This is an optimization exercise on Yosys and OpenROAD, whose aim is small area, a short achievable clock period and few clock cycles, not a production implementation. In this exercise RTL edits were held to simulation tests only and were not proved equivalent to the original. Power is estimated from default activity; no workload was simulated.

==> flow/design.v (excerpt) <==
module conv_top (
  input  wire logic                     clock,
  input  wire logic                     rst_n,
  input  wire logic                     go,
  output logic                          finish,
  output logic [conv_pkg::IMAGE_ADDR_W-1:0]       image_address,
  output logic                          image_enable,
  input  wire logic [conv_pkg::DATA_W-1:0]        image_data,
  output logic [conv_pkg::FILTER_ADDR_W-1:0]      filter_address,
  output logic                          filter_enable,
  input  wire logic [conv_pkg::DATA_W-1:0]        filter_data,
  output logic [conv_pkg::OUTPUT_ADDR_W-1:0]      output_address,
  output logic [conv_pkg::DATA_W-1:0]             output_data,
  output logic                          output_write
);
export LEC_CHECK = 0
export CAP_MARGIN = 20
export CORE_MARGIN = 2
export CORE_UTILIZATION = 40
export SLEW_MARGIN = 20
export SYNTH_HIERARCHICAL = 1
create_clock -name core_clock -period 11.0 [get_ports {clock}]
standard.sh (not shown) runs the stock make flow with config.mk's settings and CLKGATE_MAP_FILE= SYNTH_SCRIPT=/design/flow/synth_recipe.tcl, a recipe that flattens the netlist after the stock synthesis.
==> flow/flow/run.sh <==
#!/bin/bash
# Own layout flow: the standard ORFS flow (its standard synthesis
# included) with the settings in flow/params.sh: a setup-slack target for
# the timing repair, buf_2 port buffers and the clock tree options.
# ORFS writes each tool's log under orfs/logs; standard.log has the rest.
set -uo pipefail
source flow/params.sh
bash standard.sh > standard.log 2>&1
==> flow/flow/params.sh <==
export SETUP_SLACK_MARGIN=7.7
export BUFFER_PORTS_ARGS="-buffer_cell sky130_fd_sc_hd__buf_2"
export CTS_ARGS="-sink_clustering_enable -repair_clock_nets -dont_use_dummy_load -sink_clustering_size 30 -sink_clustering_max_diameter 150"
export SETUP_MOVE_SEQUENCE=sizeup,swap
Testbench counts at the start, summed over its fixed seeds: cycles 14,208.
Edit:
--- a/flow/flow/params.sh
+++ b/flow/flow/params.sh
@@ -1,2 +1,2 @@
-export SETUP_SLACK_MARGIN=7.7
+export SETUP_SLACK_MARGIN=7.75
 export BUFFER_PORTS_ARGS="-buffer_cell sky130_fd_sc_hd__buf_2"
Settings changed: CORE_UTILIZATION 40 to 55.
After rerunning: Power went up by about 3%; setup slack gains 0.041 ns; clock skew grows by 0.0036 ns; wire length increases by 0.43%; combinational power climbs by about 5%; sequential cell count stays the same; synthesized area stays the same; final area is about the same; maximum frequency climbs by about 1.3%.
Edit:
--- a/flow/flow/params.sh
+++ b/flow/flow/params.sh
@@ -1,2 +1,2 @@
-export SETUP_SLACK_MARGIN=7.75
+export SETUP_SLACK_MARGIN=7.8
 export BUFFER_PORTS_ARGS="-buffer_cell sky130_fd_sc_hd__buf_2"
Settings changed: CORE_UTILIZATION 55 to 40.
The new run finished with timing, DRC and antenna clean.
Worst setup slack gains 0.030 ns.
Routed wire length is higher by 0.36%.
Sequential share of layout area is lower by 0.57 points.
Core utilization is lower by 16 points.
Edit:
--- a/flow/flow/params.sh
+++ b/flow/flow/params.sh
@@ -1,2 +1,2 @@
-export SETUP_SLACK_MARGIN=7.8
+export SETUP_SLACK_MARGIN=7.75
 export BUFFER_PORTS_ARGS="-buffer_cell sky130_fd_sc_hd__buf_2"
Settings changed: CORE_UTILIZATION 40 to 70.
=>
- The changed run completed with no timing, DRC or antenna violations
- sequential share of layout area climbs by 1.2 points
- area after synthesis does not change
- final cell count drops by roughly a tenth
- die area drops by well over a third
- non-clock buffer count drops by 1
- cell area drops by a few percent
- sequential power stays flat
- register-to-register slack hardly moves
- wire length drops by a few percent
- clock-buffer cell count is unchanged
- worst setup slack got worse by 0.0042 ns
Edit:
==> flow/flow/params.sh (replaced) <==
export SETUP_SLACK_MARGIN=7.7
export BUFFER_PORTS_ARGS="-buffer_cell sky130_fd_sc_hd__buf_2"
export CTS_ARGS="-sink_clustering_enable -repair_clock_nets -dont_use_dummy_load -sink_clustering_size 30 -sink_clustering_max_diameter 150"
Settings changed: CORE_UTILIZATION 70 to 40.
Result:
- The changed run produced a clean layout
- via count increases by 0.45%
- count of clock-buffer cells in the layout does not change
- final cell count increases by about 15%
Edit:
==> flow/flow/params.sh (replaced) <==
export SETUP_SLACK_MARGIN=7.75
export BUFFER_PORTS_ARGS="-buffer_cell sky130_fd_sc_hd__buf_2"
export CTS_ARGS="-sink_clustering_enable -repair_clock_nets -dont_use_dummy_load -sink_clustering_size 30 -sink_clustering_max_diameter 150"
export SETUP_MOVE_SEQUENCE=sizeup,swap
Settings changed: CORE_UTILIZATION 40 to 60.
- final area came out lower slightly
- worst hold slack is better by 0.043 ns
- final cell count came out lower by roughly a tenth

* * *

Starting RTL as in the previous note.
Design conv_top, start of the top module:
module conv_top (
  input  wire logic                     clock,
  input  wire logic                     rst_n,
  input  wire logic                     go,
  output logic                          finish,
  output logic [conv_pkg::IMAGE_ADDR_W-1:0]       image_address,
  output logic                          image_enable,
  input  wire logic [conv_pkg::DATA_W-1:0]        image_data,
  output logic [conv_pkg::FILTER_ADDR_W-1:0]      filter_address,
  output logic                          filter_enable,
  input  wire logic [conv_pkg::DATA_W-1:0]        filter_data,
  output logic [conv_pkg::OUTPUT_ADDR_W-1:0]      output_address,
  output logic [conv_pkg::DATA_W-1:0]             output_data,
  output logic                          output_write
);
Settings: LEC_CHECK=0, CAP_MARGIN=20, CORE_MARGIN=2, CORE_UTILIZATION=40, SLEW_MARGIN=20, SYNTH_HIERARCHICAL=1; clock period 11.0 ns.
==> flow/flow/params.sh <==
export SETUP_SLACK_MARGIN=7.75
export BUFFER_PORTS_ARGS="-buffer_cell sky130_fd_sc_hd__buf_2"
export CTS_ARGS="-sink_clustering_enable -repair_clock_nets -dont_use_dummy_load -sink_clustering_size 30 -sink_clustering_max_diameter 150"
export SETUP_MOVE_SEQUENCE=sizeup,swap
export PLACE_DENSITY=0.55
Scripts as last shown in full above: flow/flow/run.sh
The first run produced a clean layout.
Testbench counts at the start, summed over its fixed seeds: cycles 14,208.
==> next run, changes <==
--- a/flow/flow/params.sh
+++ b/flow/flow/params.sh
@@ -4,2 +4 @@
 export SETUP_MOVE_SEQUENCE=sizeup,swap
-export PLACE_DENSITY=0.55
- CORE_UTILIZATION: 40 -> 45
What happened: Area after synthesis does not change. Routed wire length shrinks by about 1.4%. Design area stays flat.
==> next run, changes <==
- CORE_UTILIZATION: 45 -> 40
Effect:
- design area goes down slightly
- utilization goes down by 5.7 points
- die area goes up by roughly a tenth

* * *

v38:
conv_top again, from the RTL that the note above started with.
export LEC_CHECK = 0
export CAP_MARGIN = 20
export CORE_MARGIN = 2
export CORE_UTILIZATION = 50
export CTS_CLUSTER_DIAMETER = 150
export CTS_CLUSTER_SIZE = 30
export SETUP_SLACK_MARGIN = 5
export SLEW_MARGIN = 20
export SYNTH_HIERARCHICAL = 1
create_clock -name core_clock -period 11.0 [get_ports {clock}]
run.sh (not shown) runs the stock make flow with config.mk's settings and CLKGATE_MAP_FILE= SYNTH_SCRIPT=/design/flow/synth_recipe.tcl, a recipe that flattens the netlist after the stock synthesis.
Stock flow here: none of the scripts above is used.
Testbench counts of v38, summed over its fixed seeds: cycles 14,208.
What v20 does differently from v38 at the input level:
Settings: CTS_CLUSTER_SIZE: 30 -> unset; SETUP_SLACK_MARGIN: 5 -> unset; CTS_CLUSTER_DIAMETER: 150 -> unset.
==> flow/flow/run.sh (new file) <==
#!/bin/bash
# Own layout flow: the standard ORFS flow (its standard synthesis
# included) with the settings in flow/params.sh: a setup-slack target for
# the timing repair, buf_2 port buffers and the clock tree options.
# ORFS writes each tool's log under orfs/logs; standard.log has the rest.
set -uo pipefail
source flow/params.sh
bash standard.sh > standard.log 2>&1
==> flow/flow/params.sh (new file) <==
export SETUP_SLACK_MARGIN=7.75
export BUFFER_PORTS_ARGS="-buffer_cell sky130_fd_sc_hd__buf_2"
export CTS_ARGS="-sink_clustering_enable -repair_clock_nets -dont_use_dummy_load -sink_clustering_size 30 -sink_clustering_max_diameter 150"
export SETUP_MOVE_SEQUENCE=sizeup,swap
==> flow/standard.sh (new file) <==
#!/bin/bash
# synth_recipe.tcl (not shown) runs the flow's synth.tcl, then flattens the netlist and writes it again
# the make line also repeats each setting of config.mk as NAME=value (left out here)
make -C /OpenROAD-flow-scripts/flow DESIGN_CONFIG=/design/flow/config.mk WORK_HOME=/design/flow/orfs CLKGATE_MAP_FILE= SYNTH_SCRIPT=/design/flow/synth_recipe.tcl "${@:-finish}"
removed: flow/run.sh
==> comparison <==
- Looking at v38 and v20, the design area is a wash.
- v20 vs. v38: switching share of power went up by 0.17 points.
- Diff v38 -> v20 | worst vdd rail ir drop | decrease of 0.000040 V
- Total chip power for v20: 25 uW up relative to v38
- Between v38 and v20, non-clock buffer count is lower for v38, v20 comes in above that.
- On total vias in the final route, v38 and v20 are neck and neck.
- Taking v38 as the reference, in v20 worst hold margin dropped 0.035 ns, routing usage on met1 climbed 0.96 points.
- sky130_fd_sc_hd__dfxtp_4 as the highest-delay cell along the critical path was reported by v20, and sky130_fd_sc_hd__dfxtp_1 by v38.
- Relative to v38, the detailed-route wire length measured on v20 has increased slightly.
- v20 ends up with higher total routed wire length on the met1 layer than v38 does.
- v20 has clock power below what v38 had.
Input-level comparison between v19 and v20:
Settings: swapping 50 for 65 in CORE_UTILIZATION.
## What came out
Per the comparison of v19 with v20, number of diodes climbed 1, timing-limited maximum frequency went down 2.0 MHz, insertion delay to the later sink of the worst-skew pair barely changed, cell count decreased about 7%, fraction of synthesized area in multiplexers closely matched the old numbers. Sort v19 and v20 by utilization of the core after routing asc -> top: v20. Looking at final worst slack across both flows, v19 is the weaker of the two, with v20 ahead.

## separate check: timing with driven ports
Ports are ideal in the flow. The routed layouts listed here were re-timed in OpenROAD. Step 1: set_driving_cell puts a clkbuf_16 on clock and a buf_2 on each other input, an assumption about the parent block. Step 2 moves the port delays by t, midway between the first and last clock arrival at a register: inputs arrive t later, outputs are due t later. That takes back most of the time a late clock gives input paths. Three values: ideal, step 1, step 2; two values: the first two.
run | t, ns | slack for setup (ns) | cell pins on the clock port's net
the first run of note 1 | 0.522 | 7.716 / 7.716 / 7.716 | 1
the second run of note 1 | 0.516 | 7.757 / 7.755 / 7.757 | 1
the third run of note 1 | 0.525 | 7.787 / 7.774 / 7.787 | 1
the fourth run of note 1 | 0.512 | 7.783 / 7.749 / 7.783 | 1
the fifth run of note 1 | 0.521 | 7.714 / 7.714 / 7.714 | 1
the sixth run of note 1 | 0.519 | 7.804 / 7.760 / 7.804 | 1
the first run of note 2 | 0.541 | 7.757 / 7.744 / 7.757 | 1
the second run of note 2 | 0.533 | 7.737 / 7.737 / 7.737 | 1
the third run of note 2 | 0.530 | 7.770 / 7.744 / 7.770 | 1
v38 | 0.530 | 7.226 / 7.226 / 7.226 | 1
v20 | 0.520 | 7.797 / 7.745 / 7.807 | 1
v19 | 0.520 | 7.776 / 7.759 / 7.776 | 1
After both steps setup and hold are still met in every run listed.
